From an optimization exercise on the open Yosys and OpenROAD flow, aimed at small area; shortcuts taken in it are not production practice.
In this exercise RTL edits were held to simulation tests only and were not proved equivalent to the original.
No activity file was given, so power comes from the tool's default toggle rates.

## flow/run.sh

```bash
#!/bin/bash
# synth_recipe.tcl (not shown) runs the flow's synth.tcl, then flattens the netlist and writes it again
# the make line also repeats each setting of config.mk as NAME=value (left out here)
make -C /OpenROAD-flow-scripts/flow DESIGN_CONFIG=/design/flow/config.mk WORK_HOME=/design/flow/orfs CLKGATE_MAP_FILE= SYNTH_SCRIPT=/design/flow/synth_recipe.tcl finish
```

## flow/design.v

```verilog
module wb_regfile (
   input  logic        clk,
   input  logic        reset,
   input  logic [31:0] Read_data_in,
   input  logic [31:0] result_in,
   input  logic [31:0] link_in,
   input  logic [4:0]  RtorRd_in,
   input  logic [1:0]  MemtoReg_in,
   input  logic        RegWr_in,
   input  logic        MemRead_in,
   input  logic [4:0]  rs_addr,
   input  logic [4:0]  rt_addr,
   output logic [31:0] rs_data,
   output logic [31:0] rt_data,
   output logic [31:0] wb_data_o,
   output logic [4:0]  wb_addr_o,
   output logic        wb_en_o,
   output logic [31:0] wb_cnt,
   output logic [31:0] load_cnt
);
   logic [31:0] wb_cnt_r;
   logic [31:0] load_cnt_r;
   logic        cnt_en_s;
   logic        cnt_ld_s;
   wb_regfile_core u_core (
      .clk          (clk),
      .reset        (reset),
      .Read_data_in (Read_data_in),
      .result_in    (result_in),
      .link_in      (link_in),
      .RtorRd_in    (RtorRd_in),
      .MemtoReg_in  (MemtoReg_in),
      .RegWr_in     (RegWr_in),
      .rs_addr      (rs_addr),
      .rt_addr      (rt_addr),
      .rs_data      (rs_data),
      .rt_data      (rt_data),
      .wb_data_o    (wb_data_o),
      .wb_addr_o    (wb_addr_o),
      .wb_en_o      (wb_en_o)
   );
   assign cnt_en_s = reset && RegWr_in && (RtorRd_in != 5'd0);
   assign cnt_ld_s = cnt_en_s && MemRead_in && (MemtoReg_in == 2'b01);
   always_ff @(posedge clk or negedge reset) begin
      if (!reset) begin
         wb_cnt_r   <= 32'd0;
         load_cnt_r <= 32'd0;
      end else begin
         if (cnt_en_s) begin
            wb_cnt_r <= wb_cnt_r + 32'd1;
         end
         if (cnt_ld_s) begin
            load_cnt_r <= load_cnt_r + 32'd1;
         end
      end
   end
   assign wb_cnt   = wb_cnt_r;
   assign load_cnt = load_cnt_r;
endmodule

package pipeline_pkg;
   localparam int XLEN   = 32;
   localparam int REG_AW = 5;
   typedef enum logic [1:0] {
      MTR_ALU  = 2'b00,
      MTR_MEM  = 2'b01,
      MTR_LINK = 2'b10,
      MTR_RSVD = 2'b11
   } mtr_sel_e;
   function automatic logic is_load_wb(input logic mem_read, input logic [1:0] mtr);
      is_load_wb = mem_read && (mtr == MTR_MEM);
   endfunction
endpackage
module wb_mux
#(
   parameter int XLEN = pipeline_pkg::XLEN
) (
   input  logic [1:0]      MemtoReg_in,
   input  logic [XLEN-1:0] Read_data_in,
   input  logic [XLEN-1:0] result_in,
   input  logic [XLEN-1:0] link_in,
   output logic [XLEN-1:0] wb_data
);
   logic [XLEN-1:0] sel_data_s;
   always_comb begin
      sel_data_s = result_in;
      case (MemtoReg_in)
         pipeline_pkg::MTR_ALU:  sel_data_s = result_in;
         pipeline_pkg::MTR_MEM:  sel_data_s = Read_data_in;
         pipeline_pkg::MTR_LINK: sel_data_s = link_in;
         pipeline_pkg::MTR_RSVD: sel_data_s = result_in;
         default:  sel_data_s = result_in;
      endcase
   end
   assign wb_data = sel_data_s;
endmodule
module wb_regfile_core
#(
   parameter int XLEN = pipeline_pkg::XLEN,
   parameter int NREG = 32
) (
   input  logic              clk,
   input  logic              reset,
   input  logic [XLEN-1:0]   Read_data_in,
   input  logic [XLEN-1:0]   result_in,
   input  logic [XLEN-1:0]   link_in,
   input  logic [pipeline_pkg::REG_AW-1:0] RtorRd_in,
   input  logic [1:0]        MemtoReg_in,
   input  logic              RegWr_in,
   input  logic [pipeline_pkg::REG_AW-1:0] rs_addr,
   input  logic [pipeline_pkg::REG_AW-1:0] rt_addr,
   output logic [XLEN-1:0]   rs_data,
   output logic [XLEN-1:0]   rt_data,
   output logic [XLEN-1:0]   wb_data_o,
   output logic [pipeline_pkg::REG_AW-1:0] wb_addr_o,
   output logic              wb_en_o
);
   localparam logic [pipeline_pkg::REG_AW-1:0] ZERO_ADDR = {pipeline_pkg::REG_AW{1'b0}};
   logic [XLEN-1:0] regs_r [NREG];
   logic [XLEN-1:0] wb_data_s;
   logic            wb_en_s;
   logic [XLEN-1:0] rs_data_s;
   logic [XLEN-1:0] rt_data_s;
   wb_mux #(
      .XLEN (XLEN)
   ) u_wb_mux (
      .MemtoReg_in  (MemtoReg_in),
      .Read_data_in (Read_data_in),
      .result_in    (result_in),
      .link_in      (link_in),
      .wb_data      (wb_data_s)
   );
   always_comb begin
      wb_en_s = 1'b0;
      if (reset && RegWr_in && (RtorRd_in != ZERO_ADDR)) begin
         wb_en_s = 1'b1;
      end else begin
         wb_en_s = 1'b0;
      end
   end
   always_ff @(posedge clk or negedge reset) begin
      if (!reset) begin
         for (int i = 0; i < NREG; i++) begin
            regs_r[i] <= {XLEN{1'b0}};
         end
      end else if (wb_en_s) begin
         regs_r[RtorRd_in] <= wb_data_s;
      end
   end
   always_comb begin
      rs_data_s = {XLEN{1'b0}};
      if (rs_addr == ZERO_ADDR) begin
         rs_data_s = {XLEN{1'b0}};
      end else begin
         rs_data_s = regs_r[rs_addr];
      end
   end
   always_comb begin
      rt_data_s = {XLEN{1'b0}};
      if (rt_addr == ZERO_ADDR) begin
         rt_data_s = {XLEN{1'b0}};
      end else begin
         rt_data_s = regs_r[rt_addr];
      end
   end
   assign rs_data   = rs_data_s;
   assign rt_data   = rt_data_s;
   assign wb_data_o = wb_data_s;
   assign wb_addr_o = RtorRd_in;
   assign wb_en_o   = wb_en_s;
endmodule
```

## flow/config.mk

```make
export PLATFORM = sky130hd
export DESIGN_NAME = wb_regfile
export DESIGN_NICKNAME = wb_regfile
export VERILOG_FILES = /design/flow/design.v
export SDC_FILE = /design/flow/constraint.sdc
export NUM_CORES = 4
export LEC_CHECK = 0
export CAP_MARGIN = 20
export CORE_MARGIN = 2
export CORE_UTILIZATION = 30
export SLEW_MARGIN = 20
```

## flow/constraint.sdc

```tcl
create_clock -name core_clock -period 8.0 [get_ports {clk}]
set_input_delay 1.6000 -clock core_clock [delete_from_list [all_inputs] [get_ports {clk}]]
set_output_delay 1.6000 -clock core_clock [all_outputs]
set_load 0.01 [all_outputs]
```

==> results of run 1 <==
[stage by stage]
stage          instance area (um2)  setup WS (ns)  hold slack, ns  cells
2_1_floorplan                50590          3.016          0.4624   5661
3_3_place_gp                 57080         0.5779          0.4636   7867
3_5_place_dp                 57080         0.5664          0.4621   7867
4_1_cts                      61270         0.5536          0.4755   8091
5_1_grt                      61350         0.3618          0.5157   8097
6_report                     61380         0.2652          0.4743   8106
[power by group]
part | total [mW] | internal, mW | leakage, nW | switching (mW)
registers | 6.64 | 5.94 | 14.3 | 0.703
clock network | 5.93 | 3.45 | 2.05 | 2.48
logic | 1.74 | 0.605 | 9.68 | 1.13
total | 14.3 | 10.0 | 26.0 | 4.32
[flip-flops by register name, indices dropped and copies added (netlist names)]
| signal | cells |
|---|---|
| u_core.regs_r | 992 |
| wb_cnt_r | 32 |
| load_cnt_r | 32 |
[logic make-up (layout without fill, tap and decap cells)]
| family | count (synthesis) | after routing | share of synthesized area |
|---|---|---|---|
| AOI/OAI and AO/OA | 2166 | 2166 | 0.2664 |
| other | 0 | 13 | 0 |
| DFF | 1056 | 1056 | 0.5224 |
| adders and majority gates | 5 | 5 | 0.001237 |
| muxes | 23 | 23 | 0.004848 |
| and+or+nand+nor | 1764 | 1764 | 0.1497 |
| xor gates and xnor gates | 62 | 62 | 0.01073 |
| buffers and inverters | 585 | 813 | 0.04472 |
[path summary, 6_finish.rpt]
| kind | start | to | slack [ns] | cells after the start |
|---|---|---|---|---|
| worst max-delay path | rs_addr[3] | rs_data[19] | 0.27 | 8 |
| worst min-delay path | load_cnt_r[31]$_DFFE_PN0P_ | load_cnt_r[31]$_DFFE_PN0P_ | 0.47 | 1 |
| worst max register to register | wb_cnt_r[2]$_DFFE_PN0P_ | wb_cnt_r[19]$_DFFE_PN0P_ | 5.74 | 6 |
| worst min register to register | load_cnt_r[31]$_DFFE_PN0P_ | load_cnt_r[31]$_DFFE_PN0P_ | 0.47 | 1 |
| max in group asynchronous | reset | u_core.regs_r[31][12]$_DFFE_PN0P_ | 4.43 | 4 |
| min in group asynchronous | reset | u_core.regs_r[7][29]$_DFFE_PN0P_ | 0.77 | 1 |
[placed cells by master (no fill, tap or decap), types with 32 or more instances in the layout]
cell,netlist,routed
sky130_fd_sc_hd__buf_4,5,238
sky130_fd_sc_hd__xnor2_1,45,45
sky130_fd_sc_hd__dfrtp_1,1056,1056
sky130_fd_sc_hd__clkdlybuf4s50_1,0,274
sky130_fd_sc_hd__and3_1,33,32
sky130_fd_sc_hd__nor2_1,154,110
sky130_fd_sc_hd__o21ai_1,276,276
sky130_fd_sc_hd__nand3_1,76,76
sky130_fd_sc_hd__a22oi_1,801,801
sky130_fd_sc_hd__nand4_1,124,124
sky130_fd_sc_hd__nor2_4,0,43
sky130_fd_sc_hd__nor3_1,79,63
sky130_fd_sc_hd__nand2_1,1195,1162
sky130_fd_sc_hd__clkbuf_16,0,118
sky130_fd_sc_hd__o21ai_0,735,735
sky130_fd_sc_hd__a222oi_1,34,34
sky130_fd_sc_hd__a21oi_2,1,33
sky130_fd_sc_hd__inv_1,44,44
sky130_fd_sc_hd__a21oi_1,178,146
[routing by layer]
| layer | vias up | routed length [um] | global-route usage |
|---|---|---|---|
| met4 | 22 | 23990 | 0.2166 |
| met1 | 25360 | 105200 | 0.4063 |
| met5 | - | 166 | 0 |
| li1 | 20850 | - | - |
| met3 | 1425 | 37690 | 0.1075 |
| met2 | 4521 | 115500 | 0.4544 |
[area by class of cell]
cell class / count / area [um2]
Fill cell: 17000 / 106000
Sequential cell: 1056 / 26430
Multi-Input combinational cell: 4020 / 22700
Timing Repair Buffer: 545 / 5109
Clock buffer: 164 / 3386
Tap cell: 2204 / 2758
Clock inverter: 60 / 802.0
Inverter: 44 / 165.2
Antenna cell: 13 / 32.53
[worst max-delay path: cells and delay by family]
| family | cells | cell delay (ns) |
|---|---|---|
| AOI/OAI and AO/OA | 2 | 0.82 |
| and+or+nand+nor | 3 | 1.73 |
| buffers and inverters | 3 | 1.96 |
==> run notes, run 1 <==
- The flow ran to the end and the layout has no timing, DRC or antenna violations.
- The yosys synthesis warning count is 4.
- The most area-hungry cell type in the Yosys netlist is sky130_fd_sc_hd__dfrtp_1.
- The total overflow left after global routing is 0.
- TritonCTS built the clock tree.
- After detailed routing, the average wire length per cell comes to 34.86 um.
- The number of flops mapped to enable cells by yosys is 0.
- The die height is 414.6 um.
- VDD sags by at most 0.1875 mV.
- Counting flops and latches in the post-synthesis netlist gives 1056.
- Ranked by instance count, the synthesized netlist is headed by 1195 x sky130_fd_sc_hd__nand2_1, 1056 x sky130_fd_sc_hd__dfrtp_1, 801 x sky130_fd_sc_hd__a22oi_1.
- The horizontal extent of the die is 414.6 um.
- The overall die area is 171900 um2.
- The detailed-routing iteration count for the pre-antenna-repair pass is 14.
- The total count of max-transition violations in the final report is 0.
- The number of core rows is 150.
- CTS saw 1056 sinks.
- The clock skew is 0.01037 ns.
- Data on the critical path arrives at its endpoint at 6.13 ns.
- Setup repair after global routing left no endpoint under its margin.
- Adding up every negative setup slack in the final design gives 0 ns.
- Summed over all layers, the routed wires come to 282600 um.
- The design draws 14.32 mW.
- The number of global-route vias before repair is 49100.
- The average footprint of a synthesized cell is 8.936 um2.
- The category of the worst setup path launch point is an input pin.
- The slowest stage of the critical path belongs to the cell sky130_fd_sc_hd__or3b_1.
- The cell repeated most along the worst path is sky130_fd_sc_hd__clkdlybuf4s50_1.
- In the global route stage, overall resource usage came out at 0.3186.
- In the final design database the tool counted 5906 nets.
- Once the clock tree was built, the setup fixing pass inserted 0 buffers.
- The min-delay analysis places its worst path in the category reg -> reg.
- In the routed design, unresolved DRC markers number 0.
- The total via count after detailed routing is 52180.
- At the pin with the least slew margin, the transition time is 1.265 ns.
- The count of buffers from port buffering is 282.
- The initial antenna violation count is 14.
- For this design the ratio of total power to cell area is 233.2 nW/um2.
- The most frequently used flop master after synthesis is sky130_fd_sc_hd__dfrtp_1.
- The wire length of the first global-routing pass is 391200 um.
- The largest net degree at the start of global routing is 168.
- The top-level port count is 283.
- The area added between synthesis and finish is 21.33%.
- The path type of the worst setup path is in -> out.
- Max-cap violations in this run came to 0.
- The root buffer cell chosen for the clock tree is sky130_fd_sc_hd__clkbuf_16.
- The region available for standard cell placement spans 167400 um2.
- The critical path goes through clkdlybuf4s50_1 -> or3b_1 -> nor2_4 -> buf_4 -> a22o_1 -> nor4_1 -> a21oi_1 -> clkdlybuf4s50_1.
- The share of cells above drive strength 1 is 0.1077.
- The clock tree synthesis step divided the H-tree into 3 levels.
- The clock network latency to the later pin of the worst-skew pair is 0.78 ns.
- The total half-perimeter wirelength after legalization and detailed placement is 172300 um.
- The biggest cell delay along the critical path is 0.93 ns.
- Data on the critical path is required at its endpoint by 6.40 ns.
- No sink is reached through more buffers than the 3 on the longest clock path.
- The final hold violation count is 0.
- In this run the remaining antenna-violating nets after routing total 0.
- The total clock buffers created by CTS is 117.
- Counting every instance in the synthesized netlist gives 5661.
- The effective utilization at floorplan is 0.3022.
- The number of nets in the synthesized netlist is 5783.
- Buffers inserted to repair hold after CTS numbered 0.
- Dividing the detail-routed via count by the number of cells gives 6.437.
- The maximum clock frequency is 0.1293 GHz.
- Of the synthesized area, sequential elements account for 0.5224.
- The largest fanout on the critical path is 15.
- Of the post-synthesis cell area, the dominant cell type holds 0.5224.
- The post-synthesis instance area is 50590 um2.
- The routability congestion estimate is 1.013.
- Yosys attributes the largest share of cell area to sky130_fd_sc_hd__dfrtp_1 52%, sky130_fd_sc_hd__a22oi_1 12%, sky130_fd_sc_hd__nand2_1 8.9%.
- The static power due to leakage is 26.02 nW.
- Yosys instantiated no cell more often than sky130_fd_sc_hd__nand2_1.
- The post-cts sizing count is 0.
- The final number of setup-violating endpoints is 0.
- Of the available clock period, the critical path in the final layout requires 0.9668.
- The share of flip-flops with an asynchronous set or reset after synthesis is 1.000.
- The final core utilization is 0.3666.
- The critical path capture point type is an output pin.
- Clock-pin slew was measured on the worst setup and hold paths at 0.06 ns.
- The clock period minus worst slack is 7.735 ns.
- The starting DRC count in detailed routing is 9816.
- The worst max-slew margin expressed relative to the limit is 0.1568.
- Counting distinct cell types in the post-synthesis netlist gives 64.
==> inputs of run 2 (changes only) <==
--- a/flow/design.v
+++ b/flow/design.v
@@ -96,2 +96,53 @@
 endmodule
+module rf_aoi222 (
+   input  logic a1, a2, b1, b2, c1, c2,
+   output logic y
+);
+   assign y = ~((a1 & a2) | (b1 & b2) | (c1 & c2));
+endmodule
+module rf_nand2 (
+   input  logic a, b,
+   output logic y
+);
+   assign y = ~(a & b);
+endmodule
+module rf_nand3 (
+   input  logic a, b, c,
+   output logic y
+);
+   assign y = ~(a & b & c);
+endmodule
+module rf_nand4 (
+   input  logic a, b, c, d,
+   output logic y
+);
+   assign y = ~(a & b & c & d);
+endmodule
+module rf_or3 (
+   input  logic a, b, c,
+   output logic y
+);
+   assign y = a | b | c;
+endmodule
+module rf_rdbit (
+   input  logic [31:1] sel,
+   input  logic [31:1] d,
+   output logic        y
+);
+   logic [10:0] p_n;
+   logic [2:0]  q;
+   for (genvar g = 0; g < 10; g++) begin : g_aoi
+      rf_aoi222 u_aoi (
+         .a1 (sel[3*g+1]), .a2 (d[3*g+1]),
+         .b1 (sel[3*g+2]), .b2 (d[3*g+2]),
+         .c1 (sel[3*g+3]), .c2 (d[3*g+3]),
+         .y  (p_n[g])
+      );
+   end
+   rf_nand2 u_n31 (.a (sel[31]), .b (d[31]), .y (p_n[10]));
+   rf_nand4 u_q0 (.a (p_n[0]), .b (p_n[1]), .c (p_n[2]),  .d (p_n[3]), .y (q[0]));
+   rf_nand4 u_q1 (.a (p_n[4]), .b (p_n[5]), .c (p_n[6]),  .d (p_n[7]), .y (q[1]));
+   rf_nand3 u_q2 (.a (p_n[8]), .b (p_n[9]), .c (p_n[10]),              .y (q[2]));
+   rf_or3   u_y  (.a (q[0]),   .b (q[1]),   .c (q[2]),                 .y (y));
+endmodule
 module wb_regfile_core
@@ -118,7 +169,10 @@
    localparam logic [pipeline_pkg::REG_AW-1:0] ZERO_ADDR = {pipeline_pkg::REG_AW{1'b0}};
-   logic [XLEN-1:0] regs_r [NREG];
+   logic [XLEN-1:0] regs_r [1:31];
+   logic [31:1]     valid_r;
    logic [XLEN-1:0] wb_data_s;
    logic            wb_en_s;
-   logic [XLEN-1:0] rs_data_s;
-   logic [XLEN-1:0] rt_data_s;
+   logic [31:1]     wr_sel_s;
+   logic [31:1]     rs_sel_s;
+   logic [31:1]     rt_sel_s;
+   logic [31:1]     bit_s [XLEN];
    wb_mux #(
@@ -132,8 +186,8 @@
    );
+   assign wb_en_s = reset && RegWr_in && (RtorRd_in != ZERO_ADDR);
    always_comb begin
-      wb_en_s = 1'b0;
-      if (reset && RegWr_in && (RtorRd_in != ZERO_ADDR)) begin
-         wb_en_s = 1'b1;
-      end else begin
-         wb_en_s = 1'b0;
+      for (int i = 1; i < 32; i++) begin
+         wr_sel_s[i] = RegWr_in && (RtorRd_in == 5'(i));
+         rs_sel_s[i] = valid_r[i] && (rs_addr == 5'(i));
+         rt_sel_s[i] = valid_r[i] && (rt_addr == 5'(i));
       end
@@ -142,27 +196,21 @@
       if (!reset) begin
-         for (int i = 0; i < NREG; i++) begin
-            regs_r[i] <= {XLEN{1'b0}};
+         valid_r <= '0;
+      end else begin
+         valid_r <= valid_r | wr_sel_s;
+      end
+   end
+   always_ff @(posedge clk) begin
+      for (int i = 1; i < 32; i++) begin
+         if (wr_sel_s[i]) begin
+            regs_r[i] <= wb_data_s;
          end
-      end else if (wb_en_s) begin
-         regs_r[RtorRd_in] <= wb_data_s;
-      end
-   end
-   always_comb begin
-      rs_data_s = {XLEN{1'b0}};
-      if (rs_addr == ZERO_ADDR) begin
-         rs_data_s = {XLEN{1'b0}};
-      end else begin
-         rs_data_s = regs_r[rs_addr];
-      end
-   end
-   always_comb begin
-      rt_data_s = {XLEN{1'b0}};
-      if (rt_addr == ZERO_ADDR) begin
-         rt_data_s = {XLEN{1'b0}};
-      end else begin
-         rt_data_s = regs_r[rt_addr];
-      end
-   end
-   assign rs_data   = rs_data_s;
-   assign rt_data   = rt_data_s;
+      end
+   end
+   for (genvar b = 0; b < XLEN; b++) begin : g_bit
+      for (genvar i = 1; i < 32; i++) begin : g_col
+         assign bit_s[b][i] = regs_r[i][b];
+      end
+      rf_rdbit u_rs (.sel (rs_sel_s), .d (bit_s[b]), .y (rs_data[b]));
+      rf_rdbit u_rt (.sel (rt_sel_s), .d (bit_s[b]), .y (rt_data[b]));
+   end
    assign wb_data_o = wb_data_s;
--- a/flow/config.mk
+++ b/flow/config.mk
@@ -11 +11,2 @@
 export SLEW_MARGIN = 20
+export SYNTH_HIERARCHICAL = 1
==> run notes, run 2 <==
- The total of fill cells in the finished design is 13450 (-21%).
- The final number of setup-violating endpoints came to 0 (unchanged).
- The worst max-slew margin expressed relative to the limit is 0.1914 (+0.03455).
- The area share of the largest cell type after synthesis is 0.6851 (+0.1627).
- The proportion of power drawn by combinational gates is 0.098 (-0.023).
- The actual slew at the worst max-slew pin is 1.213 ns (-0.05183 ns).
- The share of flip-flops with an asynchronous set or reset after synthesis is 0.08740 (-0.9126).
- The clock skew is 0.01081 ns (+0.0004446 ns).
- The cell with the largest stage delay on the worst path is sky130_fd_sc_hd__and3_1.
- The buffering stage count on the worst path with inverters included came to 3 (unchanged).
- The worst min-delay path category is reg -> reg.
- The flow ran to the end and the layout has no timing, DRC or antenna violations.
- The final core utilization is 0.3702 (+0.003628).
- In the synthesized netlist, the cells that appear most often are 992 x sky130_fd_sc_hd__edfxtp_1, 640 x sky130_fd_sc_hd__a222oi_1, 154 x sky130_fd_sc_hd__nand4_1.
- The source of the worst register-to-register timing path is load_cnt_r[0]$_DFFE_PN0P_.
- The static power due to leakage was 16.44 nW (-37%).
- The post-synthesis instance area was 43480 um2 (-14%).
- The average vias per placed instance was 6.517 (+1.2%).
- The total clock buffers created by CTS is 103 (-12%).
- The average footprint of a synthesized cell is 17.10 um2 (+91%).
- The CTS root buffer is sky130_fd_sc_hd__clkbuf_16.
- The starting DRC count in detailed routing was 7855 (-20%).
- The die height is 384.7 um (-7.2%).
- The number of sinks handled by clock tree synthesis is 1087 (+2.9%).
- In this run the most critical hold path is launched from wb_cnt_r[31]$_DFFE_PN0P_.
- The detailed-routing iteration count for the pre-antenna-repair pass is 14 (unchanged).
- The sequential cell area fraction in the yosys report is 0.7397 (+0.2174).
- The power density normalized to cell area came to 239.5 nW/um2 (+2.7%).
- The clock network latency to the later pin of the worst-skew pair was 0.70 ns (-0.08 ns).
- Counting flops per register, the top entry is u_core.regs_r.
- The maximum buffer depth of the clock tree came to 3 (unchanged).
- The post-synthesis cell count is 2543 (-55%).
- The number of flops mapped to enable cells by yosys is 992 (+992).
- The total via count after detailed routing is 32650 (-37%).
- The most used standard cell by instance count after synthesis is sky130_fd_sc_hd__edfxtp_1.
- The critical path is of the in -> out type.
- The post-cts sizing count is 0 (unchanged).
- The sequential fraction of design power came to 0.512 (+0.048).
- The post-route non-filler standard cell count was 5009 (-38%).
- The internal power is 9.663 mW (-3.4%).
- The share of the clock period used by the worst path is 0.8830 (-0.08390).
- The CTS clock-pin slew for the worst setup and hold paths is 0.06 ns (about the same).
- The clock period minus worst slack was 7.064 ns (-0.6712 ns).
- The biggest cell delay along the critical path came to 0.84 ns (-0.09 ns).
- The area added between synthesis and finish is 22.32%.
- The arrival time at the worst endpoint is 5.46 ns (-0.67 ns).
- The cell family contributing the most delay on the critical path is simple AND/OR/NAND/NOR gates.
- Leaving out fill and tap cells, the most frequent cell in the layout is sky130_fd_sc_hd__edfxtp_1.
- The number of cells on the worst hold path is 1 (unchanged).
- Setup repair after global routing left no endpoint under its margin.
- The maximum VDD drop came to 0.1605 mV (-14%).
- The biggest area contributor in the post-synthesis netlist is sky130_fd_sc_hd__edfxtp_1.
- The number of flip-flops in the largest register is 992 (unchanged).
- The library cells used most frequently in the layout, excluding fill and tap cells, are 992 x sky130_fd_sc_hd__edfxtp_1, 640 x sky130_fd_sc_hd__a222oi_1, 281 x sky130_fd_sc_hd__clkdlybuf4s50_1, 154 x sky130_fd_sc_hd__nand4_1, 119 x sky130_fd_sc_hd__buf_4.
- The share of cells above drive strength 1 is 0.1238 (+0.01617).
- The largest net degree at the start of global routing is 65 (-61%).
- The overall die area is 148000 um2 (-14%).
- The largest registers in the layout are u_core.regs_r x992, load_cnt_r x32, wb_cnt_r x32.
- The effective utilization at floorplan came to 0.3027 (+0.0005222).
- The data required time at the worst endpoint came to 6.40 ns (about the same).
- The worst reg-to-reg path cell count is 6 (unchanged).
- The largest fanout on the critical path is 14 (-1).
- The initial antenna violation count is 13 (-1).
- The total half-perimeter wirelength after legalization and detailed placement came to 99660 um (-42%).
- The maximum clock frequency was 0.1416 GHz (+9.5%).
- The number of buffers added for setup after CTS was 0 (unchanged).
- The number of register bits inferred by synthesis is 1087 (+2.9%).
- The total count of max-transition violations in the final report is 0 (unchanged).
- The worst setup path is captured at an output pin.
- The number of max-capacitance violations reported is 0 (unchanged).
- The count of nets left with antenna violations after detail routing came to 0 (unchanged).
- The yosys synthesis warning count is 13 (+9).
- The net switching share of the total power is 0.2413 (-0.06026).
- The launching element of the worst setup path is rt_addr[1].
- The relative contribution of the clock network to total power is 0.390 (-0.024).
- The remaining global-route overflow was 0 (unchanged).
- The placed cell count is 4810 (-39%).
- The number of core rows is 139 (-7.3%).
- The DRC violation count after routing is 0 (unchanged).
- The top-level port count is 283 (unchanged).
- The path length in cells of the critical path is 8 (unchanged).
- The count of buffers from port buffering came to 282 (unchanged).
- The most frequently used flop master after synthesis is sky130_fd_sc_hd__edfxtp_1.
- The wire length of the first global-routing pass came to 228500 um (-42%).
- Walking the worst path, the cells encountered are clkdlybuf4s50_1 -> nor3b_1 -> and3_1 -> buf_4 -> a222oi_1 -> nand4_1 -> or3_1 -> clkdlybuf4s50_1.
- The number of global-route vias before repair came to 31060 (-37%).
- STA classifies the critical path startpoint as an input pin.
- The CTS tree is yes.
- The all-layer global routing usage was 0.2136 (-0.1049).
- The final hold violation count is 0 (unchanged).
- The most numerous cell type found on the critical path is sky130_fd_sc_hd__clkdlybuf4s50_1.
- The power spent charging and discharging nets was 3.073 mW (-29%).
- The routability congestion estimate is 0.9029 (-11%).
- By area the synthesized netlist is led by sky130_fd_sc_hd__edfxtp_1 69%, sky130_fd_sc_hd__a222oi_1 15%, sky130_fd_sc_hd__dfrtp_1 5.5%.
- The routed wire length is 164800 um (-42%).
- The setup TNS came to 0 ns (unchanged).
- The number of unique standard cell types used by synthesis is 46 (-28%).
- The count of H-tree levels built during CTS was 3 (unchanged).
- The horizontal extent of the die came to 384.7 um (-7.2%).
- The area of the core was 143700 um2 (-14%).
- The routed wirelength normalized by instance count is 32.90 um (-5.6%).
- The cts-stage hold buffer count came to 0 (unchanged).
- The synthesized net count is 2664 (-54%).
- The net count of the finished layout is 3133 (-47%).
-- run 2: changes by cell type after synthesis, sizes merged, moves of 179 or more --
cell | before | now
a222oi | 34 | 640
clkbuf | 478 | 14
o21ai | 1011 | 32
nand2 | 1195 | 118
a22oi | 801 | 32
edfxtp | 0 | 992
a21oi | 179 | 0
dfrtp | 1056 | 95
-- run 2: power groups by stage --
stage          combinational, mW  sequential, mW  clock [mW]
6_report                    1.24            6.52        4.97
4_1_cts                     1.23            6.51        5.00
3_3_place_gp                1.22            6.63           0
5_1_grt                     1.30            6.53        5.22
2_1_floorplan              0.464            6.62           0
3_5_place_dp                1.23            6.63           0
-- run 2: worst register-to-register path, delay by kind of cell, from the launching register on --
kind	cells	cell delay (ns)
AND/OR/NAND/NOR	4	1.20
flip-flops	1	0.42
XOR/XNOR	1	0.16
adder cells (fa/ha/maj)	1	0.21
-- run 2: modules after synthesis (local to each module, per instance), a selection --
module           copies in the design  cell area, um2  flops+latches  cells inside
rf_nand4                          128           6.256              0             1
rf_aoi222                         640           10.01              0             1
rf_nand3                           64           5.005              0             1
wb_regfile_core                     1           31770           1023          1215
wb_regfile                          1            2910             64           255
rf_or3                             64           6.256              0             1
rf_nand2                           64           3.754              0             1
-- run 2: layout make-up --
class / instances / area [um2] / area share
inverter: 4 / 15.01 / 0.0002823
clock inverter: 60 / 591.8 / 0.01113
antenna: 5 / 12.51 / 0.0002352
clock buffer: 134 / 2788 / 0.05241
multi-input combinational: 1416 / 11530 / 0.2167
sequential: 1087 / 32170 / 0.6048
tap: 1903 / 2381 / 0.04477
timing repair buffer: 400 / 3706 / 0.06968
-- run 2: worst paths after layout --
kind                                              end  slack, ns
hold / removal               wb_cnt_r[31]$_DFFE_PN0P_       0.47
max in group asynchronous  load_cnt_r[26]$_DFFE_PN0P_       5.96
setup reg to reg           load_cnt_r[18]$_DFFE_PN0P_       5.90
hold reg to reg              wb_cnt_r[31]$_DFFE_PN0P_       0.47
min in group asynchronous    wb_cnt_r[31]$_DFFE_PN0P_       0.90
setup / recovery                          rt_data[22]       0.94
-- run 2: cell families after synthesis --
kind of cell,count (synthesis),share of synthesized area
compound gates,738,0.1628
flops,1087,0.7397
fa+ha+maj,4,0.001151
simple gates,611,0.07835
xor+xnor,62,0.01249
mux,1,0.0002590
buf+inv,40,0.005180
-- run 2: routing by layer --
layer / part of all wire / GRT usage / wire [um] / vias to the layer above
li1: - / - / - / 13010
met1: 0.36 / 0.2911 / 59910 / 16280
met2: 0.43 / 0.3119 / 70910 / 2952
met3: 0.15 / 0.06123 / 24850 / 398
met4: 0.055 / 0.1031 / 9099 / 4
met5: 0.00016 / 0 / 27 / -
-- run 2: through the flow --
step           hold WS [ns]  worst slack, ns  power (mW)  instance area (um2)
3_5_place_dp         0.4556            1.156       7.862                49790
5_1_grt              0.5079           0.9582       13.06                53180
3_3_place_gp         0.4673            1.144       7.851                49790
4_1_cts              0.4779            1.151       12.75                53170
6_report             0.4731           0.9364       12.74                53190
2_1_floorplan        0.4484            1.683       7.079                43480
==> inputs of run 3 (changes only) <==
==> flow/flow/run.sh (new file) <==
#!/bin/bash
# Layout flow: the standard ORFS flow (standard.sh), with two changes in
# how the layout is built:
#  - port buffers are the smallest buffer (buf_1) instead of the default pick;
#  - CTS does not insert dummy loads.
# Each tool's full output goes to a log file in this folder.
set -e
cp standard.sh standard_sh_copy.log
export BUFFER_PORTS_ARGS="-buffer_cell sky130_fd_sc_hd__buf_1"
export CTS_ARGS="-sink_clustering_enable -repair_clock_nets -dont_use_dummy_load"
bash standard.sh > standard_flow.log 2>&1
==> flow/standard.sh (new file) <==
#!/bin/bash
# synth_recipe.tcl (not shown) runs the flow's synth.tcl, then flattens the netlist and writes it again
# the make line also repeats each setting of config.mk as NAME=value (left out here)
make -C /OpenROAD-flow-scripts/flow DESIGN_CONFIG=/design/flow/config.mk WORK_HOME=/design/flow/orfs CLKGATE_MAP_FILE= SYNTH_SCRIPT=/design/flow/synth_recipe.tcl "${@:-finish}"
removed: flow/run.sh
==> run notes, run 3 <==
- The all-layer global routing usage is 0.2160 (+0.002314).
- The data required time at the worst endpoint was 6.40 ns (about the same).
- The number of flip-flops in the largest register is 992 (unchanged).
- The post-cts sizing count is 0 (unchanged).
- The cts-stage hold buffer count was 0 (unchanged).
- The number of buffers added for setup after CTS came to 0 (unchanged).
- The post-synthesis instance area is 43480 um2 (unchanged).
- The area share of the largest cell type after synthesis is 0.6851 (unchanged).
- The net count of the finished layout was 3106 (-0.86%).
- The count of H-tree levels built during CTS is 3 (unchanged).
- The number of core rows is 139 (unchanged).
- The setup TNS is 0 ns (unchanged).
- The maximum VDD drop was 0.1592 mV (-0.77%).
- The number of max-capacitance violations reported came to 0 (unchanged).
- The CTS clock-pin slew for the worst setup and hold paths is 0.05 ns (about the same).
- The proportion of power drawn by combinational gates was 0.091 (-0.007).
- The number of global-route vias before repair is 31080 (+0.071%).
- The area growth from synthesis to layout is 16.00%.
- The cell with the largest stage delay on the worst path is sky130_fd_sc_hd__and3_2.
- The run finished with no timing, DRC or antenna violations.
- The synthesized-area fraction occupied by ao, oa, aoi and oai cells was 0.1628 (unchanged).
- The number of unique standard cell types used by synthesis was 46 (unchanged).
- The total count of max-transition violations in the final report was 0 (unchanged).
- The detailed-routing iteration count for the pre-antenna-repair pass is 14 (unchanged).
- The average vias per placed instance is 6.685 (+2.6%).
- The synthesized net count is 2664 (unchanged).
- The overall die area was 148000 um2 (unchanged).
- Among all flip-flop cells after synthesis, the most frequent one is sky130_fd_sc_hd__edfxtp_1.
- The maximum clock frequency is 0.1556 GHz (+9.9%).
- Ranked by flip-flop count, first place goes to u_core.regs_r.
- By instance count, the leading cell after synthesis is sky130_fd_sc_hd__edfxtp_1.
- The most area-hungry cell type in the Yosys netlist is sky130_fd_sc_hd__edfxtp_1.
- The path type of the worst setup path is in -> out.
- The share of flip-flops with an asynchronous set or reset after synthesis is 0.08740 (unchanged).
- The arrival time at the worst endpoint is 4.83 ns (-0.63 ns).
- Traced cell by cell, the critical path runs through buf_1 -> nor3b_1 -> and3_2 -> a222oi_1 -> nand4_1 -> or3_1 -> buf_1.
- The largest net degree at the start of global routing was 65 (unchanged).
- The wire length of the first global-routing pass was 229600 um (+0.44%).
- The average footprint of a synthesized cell came to 17.10 um2 (unchanged).
- The post-synthesis share of cell area spent on full adders, half adders and majority gates is 0.001151 (unchanged).
- The area of the core was 143700 um2 (unchanged).
- The total half-perimeter wirelength after legalization and detailed placement is 97770 um (-1.9%).
- The final hold violation count is 0 (unchanged).
- By count the netlist is led by 992 x sky130_fd_sc_hd__edfxtp_1, 640 x sky130_fd_sc_hd__a222oi_1, 154 x sky130_fd_sc_hd__nand4_1.
- Setup repair after global routing left no endpoint under its margin.
- The cell repeated most along the worst path is sky130_fd_sc_hd__buf_1.
- The post-synthesis cell count is 2543 (unchanged).
- The sequential fraction of design power came to 0.551 (+0.039).
- The number of flops mapped to enable cells by yosys is 992 (unchanged).
- The total via count after detailed routing is 32690 (+0.14%).
- The routed wire length is 167500 um (+1.6%).
- The worst setup path is launched from an input pin.
- TritonCTS built the clock tree.
- The die height was 384.7 um (unchanged).
- The effective utilization at floorplan is 0.3027 (unchanged).
- The total chip power is 11.82 mW (-7.2%).
- The remaining global-route overflow is 0 (unchanged).
- The biggest cell delay along the critical path is 1.12 ns (+0.28 ns).
- The clock period minus worst slack is 6.426 ns (-0.6377 ns).
- The library cells used most frequently in the layout, excluding fill and tap cells, are 992 x sky130_fd_sc_hd__edfxtp_1, 640 x sky130_fd_sc_hd__a222oi_1, 281 x sky130_fd_sc_hd__buf_1, 154 x sky130_fd_sc_hd__nand4_1, 118 x sky130_fd_sc_hd__nand2_1.
- The number of register bits inferred by synthesis is 1087 (unchanged).
- The count of buffers from port buffering is 282 (unchanged).
- The final number of setup-violating endpoints is 0 (unchanged).
- The library cell used most frequently in the layout, excluding fill and tap cells, is sky130_fd_sc_hd__edfxtp_1.
- The largest fanout on the critical path is 32 (+18).
- The total clock buffers created by CTS came to 104 (+0.97%).
- The internal power is 8.967 mW (-7.2%).
- The maximum buffer depth of the clock tree is 3 (unchanged).
- The count of nets left with antenna violations after detail routing came to 0 (unchanged).
- The yosys synthesis warning count came to 13 (unchanged).
- The static power due to leakage is 15.20 nW (-7.6%).
- The area share of xor/xnor cells in the synthesized design came to 0.01249 (unchanged).
- The power density normalized to cell area is 234.3 nW/um2 (-2.2%).
- The actual slew at the worst max-slew pin is 1.268 ns (+0.05511 ns).
- The share of the clock period used by the worst path is 0.8032 (-0.07971).
- The simple-gate share of the synthesized area was 0.07835 (unchanged).
- The sequential cell area fraction in the yosys report is 0.7397 (unchanged).
- After synthesis, the cell types taking the most area are sky130_fd_sc_hd__edfxtp_1 69%, sky130_fd_sc_hd__a222oi_1 15%, sky130_fd_sc_hd__dfrtp_1 5.5%.
- The relative contribution of the clock network to total power was 0.357 (-0.033).
- The number of sinks handled by clock tree synthesis came to 1087 (unchanged).
- After synthesis, the largest family of logic cells by area is compound AO/OA/AOI/OAI gates.
- The starting DRC count in detailed routing came to 7550 (-3.9%).
- The net switching share of the total power was 0.2412 (about the same).
- The horizontal extent of the die is 384.7 um (unchanged).
- The share of cells above drive strength 1 came to 0.1073 (-0.01656).
- The routability congestion estimate came to 0.8813 (-2.4%).
- The initial antenna violation count is 11 (-2).
- The top-level port count is 283 (unchanged).
- The power spent charging and discharging nets came to 2.850 mW (-7.2%).
- The routed wirelength normalized by instance count came to 34.25 um (+4.1%).
- The DRC violation count after routing is 0 (unchanged).
- The root buffer cell chosen for the clock tree is sky130_fd_sc_hd__clkbuf_16.
- In this run the worst hold path is classified as reg -> reg.
- The worst setup path is captured at an output pin.
- The clock network latency to the later pin of the worst-skew pair came to 0.68 ns (-0.02 ns).
- The largest registers in the layout are u_core.regs_r x992, load_cnt_r x32, wb_cnt_r x32.
- The worst max-slew margin expressed relative to the limit is 0.1546 (-0.03674).
- The fraction of synthesized area in multiplexers is 0.0002590 (unchanged).
- The clock skew was 0.04331 ns (+0.03250 ns).
run 3: kinds of logic after synthesis:
kind of cell,Yosys count
adder cells (fa/ha/maj),4
buffers and inverters,40
flip-flops,1087
AO/OA/AOI/OAI,738
AND/OR/NAND/NOR,611
XOR/XNOR,62
multiplexers,1
run 3: final timing paths:
path / slack [ns] / startpoint / cells past startpoint / endpoint
setup / recovery: 1.57 / rs_addr[1] / 7 / rs_data[21]
hold / removal: 0.47 / wb_cnt_r[31]$_DFFE_PN0P_ / 1 / wb_cnt_r[31]$_DFFE_PN0P_
setup reg to reg: 5.78 / load_cnt_r[5]$_DFFE_PN0P_ / 5 / load_cnt_r[31]$_DFFE_PN0P_
hold reg to reg: 0.47 / wb_cnt_r[31]$_DFFE_PN0P_ / 1 / wb_cnt_r[31]$_DFFE_PN0P_
max in group asynchronous: 5.85 / reset / 2 / wb_cnt_r[22]$_DFFE_PN0P_
min in group asynchronous: 1.02 / reset / 1 / wb_cnt_r[1]$_DFFE_PN0P_
run 3: final cells by class:
cell class,instances,area [um2]
fill,13780,93210
sequential,1087,32170
multi-input combinational,1416,11530
clock buffer,104,2603
tap,1903,2381
timing repair buffer,372,1738
inverter,4,15.01
antenna,4,10.01
run 3: critical path: cells and delay by family:
kind	cells	cell delay [ns]
simple gates	4	2.28
buf+inv	2	0.59
compound gates	1	0.31
run 3: metrics by stage:
stage | cells | hold WS, ns | util | worst slack (ns) | instance area (um2)
2_1_floorplan | 2543 | 0.4484 | - | 1.683 | 43480
3_3_place_gp | 4782 | 0.4540 | 0.3329 | 1.986 | 47830
3_5_place_dp | 4782 | 0.4601 | 0.3329 | 1.934 | 47830
4_1_cts | 4886 | 0.4768 | 0.3511 | 1.933 | 50430
5_1_grt | 4888 | 0.5019 | 0.3511 | 1.597 | 50440
6_report | 4890 | 0.4701 | 0.3511 | 1.574 | 50440
run 3: routing by layer:
metal | wire length, um | up-vias | global-route usage
met4 | 10290 | 10 | 0.1173
met1 | 58400 | 16280 | 0.2797
li1 | - | 12850 | -
met5 | 70 | - | 0
met2 | 71960 | 3073 | 0.3187
met3 | 26770 | 479 | 0.07193
run 3: power by group through the flow:
| stage | combinational, mW | clock, mW | sequential [mW] |
|---|---|---|---|
| floorplan | 0.464 | 0 | 6.62 |
| global placement | 1.05 | 0 | 6.62 |
| detailed placement | 1.06 | 0 | 6.62 |
| CTS | 1.06 | 4.26 | 6.51 |
| global route | 1.13 | 4.48 | 6.52 |
| finish | 1.08 | 4.22 | 6.51 |
run 3: Yosys stat by module, one instance, submodules excluded, a selection:
module | cells | flops+latches | cell area [um2] | copies in the design
rf_or3 | 1 | 0 | 6.256 | 64
wb_regfile | 255 | 64 | 2910 | 1
rf_nand3 | 1 | 0 | 5.005 | 64
wb_regfile_core | 1215 | 1023 | 31770 | 1
rf_aoi222 | 1 | 0 | 10.01 | 640
rf_nand2 | 1 | 0 | 3.754 | 64
rf_nand4 | 1 | 0 | 6.256 | 128
==> inputs of run 4 (changes only) <==
--- a/flow/design.v
+++ b/flow/design.v
@@ -73,2 +73,8 @@
 endpackage
+module rf_inv (
+   input  logic a,
+   output logic y
+);
+   assign y = ~a;
+endmodule
 module wb_mux
@@ -83,14 +89,19 @@
 );
-   logic [XLEN-1:0] sel_data_s;
-   always_comb begin
-      sel_data_s = result_in;
-      case (MemtoReg_in)
-         pipeline_pkg::MTR_ALU:  sel_data_s = result_in;
-         pipeline_pkg::MTR_MEM:  sel_data_s = Read_data_in;
-         pipeline_pkg::MTR_LINK: sel_data_s = link_in;
-         pipeline_pkg::MTR_RSVD: sel_data_s = result_in;
-         default:  sel_data_s = result_in;
-      endcase
-   end
-   assign wb_data = sel_data_s;
+   logic sel_mem_s;
+   logic sel_link_s;
+   logic sel_alu_s;
+   assign sel_mem_s  = (MemtoReg_in == pipeline_pkg::MTR_MEM);
+   assign sel_link_s = (MemtoReg_in == pipeline_pkg::MTR_LINK);
+   assign sel_alu_s  = (MemtoReg_in == pipeline_pkg::MTR_ALU) ||
+                       (MemtoReg_in == pipeline_pkg::MTR_RSVD);
+   for (genvar b = 0; b < XLEN; b++) begin : g_bit
+      logic sel_n;
+      rf_aoi222 u_aoi (
+         .a1 (sel_mem_s),  .a2 (Read_data_in[b]),
+         .b1 (sel_link_s), .b2 (link_in[b]),
+         .c1 (sel_alu_s),  .c2 (result_in[b]),
+         .y  (sel_n)
+      );
+      rf_inv u_inv (.a (sel_n), .y (wb_data[b]));
+   end
 endmodule
==> flow/flow/run.sh (replaced) <==
#!/bin/bash
# Layout flow: the standard ORFS flow (standard.sh), with these changes in
# how the layout is built:
#  - port buffers are the smallest buffer (buf_1) instead of the default pick;
#  - CTS uses clkbuf_8 with sink clusters of up to 20 and inserts no dummy loads.
# Each tool's full output goes to a log file in this folder.
set -e
export BUFFER_PORTS_ARGS="-buffer_cell sky130_fd_sc_hd__buf_1"
export CTS_ARGS="-sink_clustering_enable -repair_clock_nets -dont_use_dummy_load -buf_list {sky130_fd_sc_hd__clkbuf_8} -sink_clustering_size 20 -sink_clustering_max_diameter 50"
bash standard.sh > standard_flow.log 2>&1
--- a/flow/config.mk
+++ b/flow/config.mk
@@ -9,3 +9,3 @@
 export CORE_MARGIN = 2
-export CORE_UTILIZATION = 30
+export CORE_UTILIZATION = 65
 export SLEW_MARGIN = 20
==> run notes, run 4 <==
- The net count of the finished layout is 3112 (+0.19%).
- The starting DRC count in detailed routing is 9904 (+31%).
- The share of the clock period used by the worst path is 0.7689 (-0.03431).
- The yosys synthesis warning count is 12 (-1).
- The pre-CTS worst setup slack is 2.080 ns (+0.1462 ns).
- The number of flops mapped to enable cells by yosys is 992 (unchanged).
- The actual slew at the worst max-slew pin is 1.179 ns (-0.08925 ns).
- The sequential cell area fraction in the yosys report is 0.7396 (about the same).
- The maximum buffer depth of the clock tree is 3 (unchanged).
- The maximum VDD drop is 0.1673 mV (+5.1%).
- Setup repair after global routing left no endpoint under its margin.
- By area the synthesized netlist is led by sky130_fd_sc_hd__edfxtp_1 68%, sky130_fd_sc_hd__a222oi_1 15%, sky130_fd_sc_hd__dfrtp_1 5.5%.
- The DRC violation count after routing is 0 (unchanged).
- The path type of the worst setup path is in -> out.
- The routed wire length came to 154600 um (-7.7%).
- The wire length of the first global-routing pass was 218900 um (-4.6%).
- The total via count after detailed routing is 33540 (+2.6%).
- The largest fanout on the critical path is 18 (-44%).
- Ranked by flip-flop count, first place goes to u_core.regs_r.
- The largest net degree at the start of global routing is 52 (-20%).
- The routed wirelength normalized by instance count was 40.03 um (+17%).
- The area share of the largest cell type after synthesis is 0.6850 (about the same).
- The arrival time at the worst endpoint came to 4.55 ns (-0.28 ns).
- The clock period minus worst slack was 6.151 ns (-0.2745 ns).
- The flow ran to the end and the layout has no timing, DRC or antenna violations.
- The leading cell type in the layout, fill and taps excluded is sky130_fd_sc_hd__edfxtp_1.
- The number of sinks handled by clock tree synthesis is 1087 (unchanged).
- The placed cell count is 3761 (-21%).
- The average footprint of a synthesized cell was 17.22 um2 (+0.72%).
- Among all flip-flop cells after synthesis, the most frequent one is sky130_fd_sc_hd__edfxtp_1.
- The total of fill cells in the finished design was 4155 (-70%).
- The number of core rows is 94 (-32%).
- The number of register bits inferred by synthesis is 1087 (unchanged).
- The CTS root buffer is sky130_fd_sc_hd__clkbuf_8.
- The cts-stage hold buffer count is 0 (unchanged).
- The detailed-routing iteration count for the pre-antenna-repair pass is 13 (-1).
- The wire length on met2 is 68900 um (-4.2%).
- In the final layout, the registers with the most flip-flops are u_core.regs_r x992, load_cnt_r x32, wb_cnt_r x32.
- The number of unique standard cell types used by synthesis is 45 (-2.2%).
- Traced cell by cell, the critical path runs through buf_1 -> nor3b_1 -> and3_1 -> buf_4 -> a222oi_1 -> nand4_1 -> or3_1 -> buf_1.
- TritonCTS built the clock tree.
- The slowest stage of the critical path belongs to the cell sky130_fd_sc_hd__and3_1.
- The all-layer global routing usage is 0.4397 (+0.2237).
- The met1 wire length is 48040 um (-18%).
- The average vias per placed instance came to 8.683 (+30%).
- The overall die area is 68990 um2 (-53%).
- The clock skew is 0.06299 ns (+0.01968 ns).
- The kind of cell adding the most delay to the critical path is simple AND/OR/NAND/NOR gates.
- The power density normalized to cell area came to 212.2 nW/um2 (-9.4%).
- The count of nets left with antenna violations after detail routing is 0 (unchanged).
- The final hold violation count is 0 (unchanged).
- The setup TNS is 0 ns (unchanged).
- The post-synthesis cell count is 2525 (-0.71%).
- The worst max-slew margin expressed relative to the limit is 0.2133 (+0.05863).
- The path class of the tightest hold or removal check is reg -> reg.
- The most used standard cell by instance count after synthesis is sky130_fd_sc_hd__edfxtp_1.
- The area occupied by registers is 32170 um2 (unchanged).
- The data required time at the worst endpoint is 6.40 ns (about the same).
- The total count of max-transition violations in the final report was 0 (unchanged).
- The number of max-capacitance violations reported was 0 (unchanged).
- The count of H-tree levels built during CTS is 3 (unchanged).
- The total half-perimeter wirelength after legalization and detailed placement is 90170 um (-7.8%).
- The number of flip-flops in the largest register is 992 (unchanged).
- The die height is 262.7 um (-32%).
- After detailed routing, no signal wire sits above met5.
- The routed length on met3 is 25470 um (-4.8%).
- The biggest cell delay along the critical path is 0.92 ns (-0.20 ns).
- The category of the worst setup path launch point is an input pin.
- The clock network latency to the later pin of the worst-skew pair was 0.76 ns (+0.08 ns).
- The count of buffers from port buffering was 282 (unchanged).
- After synthesis, the most frequently instantiated cells are 992 x sky130_fd_sc_hd__edfxtp_1, 672 x sky130_fd_sc_hd__a222oi_1, 142 x sky130_fd_sc_hd__nand4_1.
- The post-route non-filler standard cell count is 3863 (-21%).
- The routability congestion estimate was 0.9641 (+9.4%).
- The post-synthesis instance area came to 43490 um2 (about the same).
- The biggest area contributor in the post-synthesis netlist is sky130_fd_sc_hd__edfxtp_1.
- The buffering stage count on the worst path with inverters included came to 3 (+1).
- The share of flip-flops with an asynchronous set or reset after synthesis was 0.08740 (unchanged).
- The CTS clock-pin slew for the worst setup and hold paths is 0.08 ns (+0.03 ns).
- The horizontal extent of the die is 262.7 um (-32%).
- The maximum clock frequency came to 0.1626 GHz (+4.5%).
- The post-cts sizing count is 0 (unchanged).
- The static power due to leakage is 15.28 nW (+0.55%).
- The share of cells above drive strength 1 was 0.08832 (-0.01895).
- The effective utilization at floorplan is 0.6591 (+0.3564).
- The final number of setup-violating endpoints is 0 (unchanged).
- The initial antenna violation count is 11 (unchanged).
- STA classifies the critical path endpoint as an output pin.
- The area of the core is 65980 um2 (-54%).
- The remaining global-route overflow is 0 (unchanged).
- Counting stages on the worst path, the most repeated cell is sky130_fd_sc_hd__buf_1.
- The top cell types in the final layout, fill and taps aside, are 992 x sky130_fd_sc_hd__edfxtp_1, 672 x sky130_fd_sc_hd__a222oi_1, 281 x sky130_fd_sc_hd__buf_1, 142 x sky130_fd_sc_hd__nand4_1, 114 x sky130_fd_sc_hd__buf_4.
- The number of buffers added for setup after CTS is 0 (unchanged).
- The number of global-route vias before repair is 32400 (+4.3%).
- The top-level port count is 283 (unchanged).
- The total area of multi-input combinational cells is 11250 um2 (-2.5%).
- The synthesized net count is 2646 (-0.68%).
- The post-route worst setup slack was 1.849 ns (+0.2745 ns).
- The total clock buffers created by CTS was 90 (-13%).
- The area added between synthesis and finish is 10.31%.
[run 4: cell types whose count changed after synthesis, moves of 12 or more]
cell,change
sky130_fd_sc_hd__xor2_1,+24
sky130_fd_sc_hd__nor4_1,+15
sky130_fd_sc_hd__nand2_1,-29
sky130_fd_sc_hd__inv_1,+40
sky130_fd_sc_hd__nor3_1,+16
sky130_fd_sc_hd__nand4_1,-12
sky130_fd_sc_hd__a222oi_1,+32
sky130_fd_sc_hd__xnor2_1,-24
sky130_fd_sc_hd__o21ai_1,-30
sky130_fd_sc_hd__a22oi_1,-32
[run 4: layout make-up]
type,instances,share of cell area
diodes,10,0.0005216
clock buffers,90,0.02582
inverters,44,0.003443
multi-input cells,1366,0.2344
flip-flops and latches,1087,0.6705
well taps,864,0.02253
repair buffers,402,0.04275
[run 4: modules after synthesis, one instance, submodules excluded, excerpt]
| module | cells | copies in the design |
|---|---|---|
| wb_regfile_core | 1215 | 1 |
| wb_regfile | 282 | 1 |
| rf_aoi222 | 1 | 672 |
| rf_nand4 | 1 | 128 |
| rf_or3 | 1 | 64 |
| rf_nand3 | 1 | 64 |
| rf_inv | 1 | 32 |
| rf_nand2 | 1 | 64 |
[run 4: worst register-to-register path: cells and delay by family (launching register included)]
kind            cells  cell delay, ns
simple gates        2            0.80
flops               1            0.47
xor+xnor            1            0.19
compound gates      1            0.50
[run 4: cell families (layout without fill, tap and decap cells)]
family                   count (synthesis)  in the layout  synth area share
other                                    0             10                 0
buffers and inverters                   72            536          0.007595
multiplexers                             1              1         0.0003452
AND/OR/NAND/NOR                        589            589           0.07642
adder cells (fa/ha/maj)                  4              4          0.001151
XOR/XNOR                                62             62           0.01249
flip-flops                            1087           1087            0.7396
AO/OA/AOI/OAI                          710            710            0.1624
[run 4: stage by stage]
stage	power (mW)	util	instance area (um2)	hold WS, ns
floorplan	7.058	-	43490	0.4484
global placement	7.520	0.7058	46570	0.4572
detailed placement	7.554	0.7074	46680	0.4640
CTS	10.11	0.7262	47910	0.4829
global route	10.41	0.7267	47950	0.4916
finish	10.18	0.7271	47970	0.4821
[run 4: final timing paths]
path,slack [ns],cells after the start,start,endpoint
max in group asynchronous,5.84,2,reset,u_core.valid_r[9]$_DFF_PN0_
worst min register to register,0.48,1,load_cnt_r[31]$_DFFE_PN0P_,load_cnt_r[31]$_DFFE_PN0P_
worst max-delay path,1.85,8,rt_addr[4],rt_data[6]
min in group asynchronous,0.91,1,reset,wb_cnt_r[30]$_DFFE_PN0P_
worst min-delay path,0.48,1,load_cnt_r[31]$_DFFE_PN0P_,load_cnt_r[31]$_DFFE_PN0P_
worst max register to register,5.98,4,wb_cnt_r[5]$_DFFE_PN0P_,wb_cnt_r[27]$_DFFE_PN0P_
[run 4: routing by layer]
| metal | vias to the layer above | track usage |
|---|---|---|
| met1 | 16230 | 0.5593 |
| met4 | 8 | 0.2844 |
| met3 | 726 | 0.1282 |
| met2 | 3755 | 0.6683 |
| met5 | - | 0 |
| li1 | 12820 | - |
[run 4: report_power, final]
| part | switching (mW) | internal (mW) | total [mW] |
|---|---|---|---|
| sequential | 0.0896 | 6.42 | 6.51 |
| clock | 1.70 | 1.00 | 2.70 |
| combinational | 0.707 | 0.264 | 0.971 |
| total | 2.49 | 7.69 | 10.2 |
==> inputs of run 5 (changes only) <==
--- a/flow/flow/run.sh
+++ b/flow/flow/run.sh
@@ -4,2 +4,3 @@
 #  - port buffers are the smallest buffer (buf_1) instead of the default pick;
+#  - timing repair after global routing downsizes cells with slack to spare;
 #  - CTS uses clkbuf_8 with sink clusters of up to 20 and inserts no dummy loads.
@@ -9,2 +10,3 @@
 export CTS_ARGS="-sink_clustering_enable -repair_clock_nets -dont_use_dummy_load -buf_list {sky130_fd_sc_hd__clkbuf_8} -sink_clustering_size 20 -sink_clustering_max_diameter 50"
+export RECOVER_POWER=100
 bash standard.sh > standard_flow.log 2>&1
--- a/flow/config.mk
+++ b/flow/config.mk
@@ -9,3 +9,3 @@
 export CORE_MARGIN = 2
-export CORE_UTILIZATION = 65
+export CORE_UTILIZATION = 50
 export SLEW_MARGIN = 20
==> run notes, run 5 <==
- The flow ran to the end, but the layout failed its checks.
- The violated checks flagged are max-capacitance violations, max-slew violations.
- The yosys synthesis warning count was 12 (unchanged).
- The total count of max-transition violations in the final report is 1330 (+1330).
- The internal power was 7.894 mW (+2.7%).
- The largest fanout on the critical path came to 20 (+2).
- The number of sinks handled by clock tree synthesis is 1087 (unchanged).
- The sequential cell area fraction in the yosys report was 0.7396 (unchanged).
- The category of the worst setup path launch point is an input pin.
- The remaining global-route overflow came to 0 (unchanged).
- In the layout the commonest cells are 992 x sky130_fd_sc_hd__edfxtp_1, 672 x sky130_fd_sc_hd__a222oi_1, 272 x sky130_fd_sc_hd__buf_1, 143 x sky130_fd_sc_hd__nand4_1, 110 x sky130_fd_sc_hd__clkbuf_8.
- The all-layer global routing usage came to 0.3392 (-0.1005).
- The biggest cell delay along the critical path is 1.29 ns (+0.37 ns).
- The final cell area excluding filler cells came to 48270 um2 (+0.63%).
- The area share of the largest cell type after synthesis is 0.6850 (unchanged).
- The total chip power came to 10.46 mW (+2.7%).
- The count of nets left with antenna violations after detail routing is 0 (unchanged).
- The initial antenna violation count is 1 (-10).
- The total via count after detailed routing was 32480 (-3.2%).
- The starting DRC count in detailed routing is 8259 (-17%).
- The most area-hungry cell type in the Yosys netlist is sky130_fd_sc_hd__edfxtp_1.
- For this design, the slowest cell found on the critical path is sky130_fd_sc_hd__clkbuf_1.
- The average footprint of a synthesized cell is 17.22 um2 (unchanged).
- The setup slack of the most critical reg-to-reg path is 5.66 ns (-0.32 ns).
- The minimum hold slack is 0.4805 ns (-0.001529 ns).
- The maximum buffer depth of the clock tree came to 3 (unchanged).
- The final hold violation count is 0 (unchanged).
- The static power due to leakage is 15.18 nW (-0.68%).
- The count of H-tree levels built during CTS was 3 (unchanged).
- In the post-synthesis netlist, the biggest area contributors are sky130_fd_sc_hd__edfxtp_1 68%, sky130_fd_sc_hd__a222oi_1 15%, sky130_fd_sc_hd__dfrtp_1 5.5%.
- The most common cell in the synthesized netlist is sky130_fd_sc_hd__edfxtp_1.
- Sorting the synthesized cells by how often they occur yields 992 x sky130_fd_sc_hd__edfxtp_1, 672 x sky130_fd_sc_hd__a222oi_1, 142 x sky130_fd_sc_hd__nand4_1.
- The pre-CTS worst setup slack is 1.796 ns (-0.2841 ns).
- The number of core rows is 108 (+15%).
- The share of the clock period used by the worst path is 0.9008 (+0.1319).
- The cts-stage hold buffer count is 0 (unchanged).
- The top-level port count is 283 (unchanged).
- The post-synthesis cell count was 2525 (unchanged).
- The number of unique standard cell types used by synthesis is 45 (unchanged).
- The clock skew is 0.02809 ns (-0.03490 ns).
- The number of buffers added for setup after CTS is 0 (unchanged).
- The share of flip-flops with an asynchronous set or reset after synthesis came to 0.08740 (unchanged).
- The routed wirelength normalized by instance count was 37.39 um (-6.6%).
- The setup TNS was 0 ns (unchanged).
- The final core utilization is 0.5582 (-0.1689).
- The kind of cell adding the most delay to the critical path is simple AND/OR/NAND/NOR gates.
- The power density normalized to cell area is 216.6 nW/um2 (+2.1%).
- The cell that appears most often on the critical path is sky130_fd_sc_hd__clkbuf_1.
- The overall die area is 89350 um2 (+30%).
- The sequential fraction of design power is 0.624 (-0.015).
- The register with the most flip-flops is u_core.regs_r.
- The post-route non-filler standard cell count is 4173 (+8.0%).
- The buffering stage count on the worst path with inverters included is 3 (unchanged).
- The final number of setup-violating endpoints is 0 (unchanged).
- The number of max-capacitance violations reported is 40 (+40).
- The wire length of the first global-routing pass is 218200 um (-0.35%).
- The synthesized net count is 2646 (unchanged).
- The die height is 298.9 um (+14%).
- The CTS clock-pin slew for the worst setup and hold paths was 0.10 ns (+0.02 ns).
- The area added between synthesis and finish is 11.00%.
- The path type of the worst setup path is in -> out.
- The post-route worst setup slack is 0.7936 ns (-1.055 ns).
- The library cell used most frequently in the layout, excluding fill and tap cells, is sky130_fd_sc_hd__edfxtp_1.
- The post-synthesis instance area is 43490 um2 (unchanged).
- The DRC violation count after routing is 0 (unchanged).
- The data required time at the worst endpoint is 6.40 ns (about the same).
- The proportion of power drawn by combinational gates is 0.090 (-0.005).
- The detailed-routing iteration count for the pre-antenna-repair pass is 11 (-2).
- The count of buffers from port buffering is 282 (unchanged).
- The actual slew at the worst max-slew pin is 3.451 ns (+2.272 ns).
- Setup repair after global routing left no endpoint under its margin.
- The CTS root buffer is sky130_fd_sc_hd__clkbuf_8.
- The total clock buffers created by CTS is 110 (+22%).
- The area of the core is 86480 um2 (+31%).
- The largest net degree at the start of global routing is 65 (+25%).
- The relative contribution of the clock network to total power is 0.286 (+0.021).
- The clock network latency to the later pin of the worst-skew pair was 0.77 ns (about the same).
- The worst setup path is captured at an output pin.
- The net count of the finished layout is 3136 (+0.77%).
- The routed wire length was 156000 um (+0.89%).
- The net switching share of the total power is 0.2450 (about the same).
- The placed cell count is 4058 (+7.9%).
- The effective utilization at floorplan is 0.5029 (-0.1563).
- The average vias per placed instance is 7.784 (-10%).
- The power spent charging and discharging nets was 2.562 mW (+2.8%).
- The number of flip-flops in the largest register is 992 (unchanged).
- The worst hold path belongs to the class reg -> reg.
- The clock period minus worst slack came to 7.206 ns (+1.055 ns).
- Walking the worst path, the cells encountered are clkbuf_1 -> nor3b_1 -> and3_1 -> clkbuf_1 -> a222oi_1 -> nand4_1 -> or3_1 -> buf_1.
- The share of cells above drive strength 1 is 0.07103 (-0.01730).
- The maximum VDD drop came to 0.1422 mV (-15%).
- In the final layout, the registers with the most flip-flops are u_core.regs_r x992, load_cnt_r x32, wb_cnt_r x32.
- The total half-perimeter wirelength after legalization and detailed placement is 88610 um (-1.7%).
- The horizontal extent of the die is 298.9 um (+14%).
- The worst max-slew margin expressed relative to the limit is -1.301 (-1.514).
- The most frequently used flop master after synthesis is sky130_fd_sc_hd__edfxtp_1.
- TritonCTS built the clock tree.
- The number of register bits inferred by synthesis came to 1087 (unchanged).
- The number of global-route vias before repair came to 32010 (-1.2%).
- The routability congestion estimate is 0.9763 (+1.3%).
- The post-cts sizing count was 0 (unchanged).
- The maximum clock frequency is 0.1388 GHz (-15%).
- The arrival time at the worst endpoint is 5.61 ns (+1.06 ns).
- The cell area after placement is 47020 um2 (+0.74%).
- The number of flops mapped to enable cells by yosys is 992 (unchanged).
-- run 5: cell counts after synthesis --
Identical to the previous run, type by type.
-- run 5: final timing paths --
check | cells past startpoint | start | end
max in group asynchronous | 2 | reset | wb_cnt_r[5]$_DFFE_PN0P_
min in group asynchronous | 1 | reset | u_core.valid_r[18]$_DFF_PN0_
hold reg to reg | 1 | load_cnt_r[31]$_DFFE_PN0P_ | load_cnt_r[31]$_DFFE_PN0P_
setup reg to reg | 4 | wb_cnt_r[5]$_DFFE_PN0P_ | wb_cnt_r[30]$_DFFE_PN0P_
hold / removal | 1 | load_cnt_r[31]$_DFFE_PN0P_ | load_cnt_r[31]$_DFFE_PN0P_
setup / recovery | 8 | rt_addr[4] | rt_data[2]
-- run 5: metal layers --
layer  up-vias  part of all wire  global-route usage
met5         -                 0                   0
met4         0             0.059              0.1746
met3       461              0.14             0.08222
met2      2931              0.45              0.5175
met1     16230              0.35              0.4558
li1      12870                 -                   -
-- run 5: area by class of cell --
class                   count  area, um2
flip-flops and latches   1087      32170
clock buffers             110       1514
fillers                  6934      38210
inverters                  44      165.2
well taps                1155       1445
diodes                      5      12.51
repair buffers            406       1770
multi-input cells        1366      11200
-- run 5: cells by family (layout without fill, tap and decap cells) --
group,count (synthesis),after routing,synth area share
flip-flops,1087,1087,0.7396
multiplexers,1,1,0.0003452
other,0,5,0
buffers and inverters,72,560,0.007595
adder cells (fa/ha/maj),4,4,0.001151
AND/OR/NAND/NOR,589,589,0.07642
AO/OA/AOI/OAI,710,710,0.1624
XOR/XNOR,62,62,0.01249
-- run 5: power by group through the flow --
stage / Sequential (mW) / Combinational [mW] / Clock [mW]
after floorplan: 6.61 / 0.445 / 0
after detailed placement: 6.63 / 0.939 / 0
after CTS: 6.50 / 0.941 / 3.02
after global placement: 6.62 / 0.919 / 0
final: 6.52 / 0.946 / 2.99
after global routing: 6.53 / 0.990 / 3.21
-- run 5: modules after synthesis (local to each module, per instance), a selection --
module | area [um2] | cells inside | flip-flops and latches | copies in the design
wb_regfile_core | 31770 | 1215 | 1023 | 1
rf_or3 | 6.256 | 1 | 0 | 64
rf_nand3 | 5.005 | 1 | 0 | 64
rf_nand2 | 3.754 | 1 | 0 | 64
rf_inv | 3.754 | 1 | 0 | 32
rf_aoi222 | 10.01 | 1 | 0 | 672
rf_nand4 | 6.256 | 1 | 0 | 128
wb_regfile | 3082 | 282 | 64 | 1

[what the ideal ports hide]
Ports are ideal in the flow. The routed layouts listed here were re-timed in OpenROAD. Step 1: set_driving_cell puts a clkbuf_16 on clk and a buf_2 on each other input, an assumption about the parent block. Step 2 also shifts input and output timing later by t, the mid clock arrival at the registers, as if the neighbouring blocks saw the same clock. Slacks: ideal ports / drivers / drivers and shift; pairs: ideal ports / drivers.
run | t (ns) | setup slack, ns | worst register clock-pin slew, ns | worst data-port slew with drivers (ns)
run 1 | 0.851 | 0.265 / 0.164 / 0.164 | 0.07 / 0.07 | 0.16
run 2 | 0.775 | 0.936 / 0.880 / 0.880 | 0.07 / 0.07 | 0.13
run 3 | 0.738 | 1.574 / 1.454 / 1.454 | 0.07 / 0.07 | 0.12
run 4 | 0.790 | 1.849 / 1.822 / 1.822 | 0.12 / 0.12 | 0.10
run 5 | 0.795 | 0.794 / 0.751 / 0.751 | 0.11 / 0.11 | 0.04
The setup slack of run 3, which loses most, moves by -0.120 ns with the drivers and by -0.120 ns with both steps.
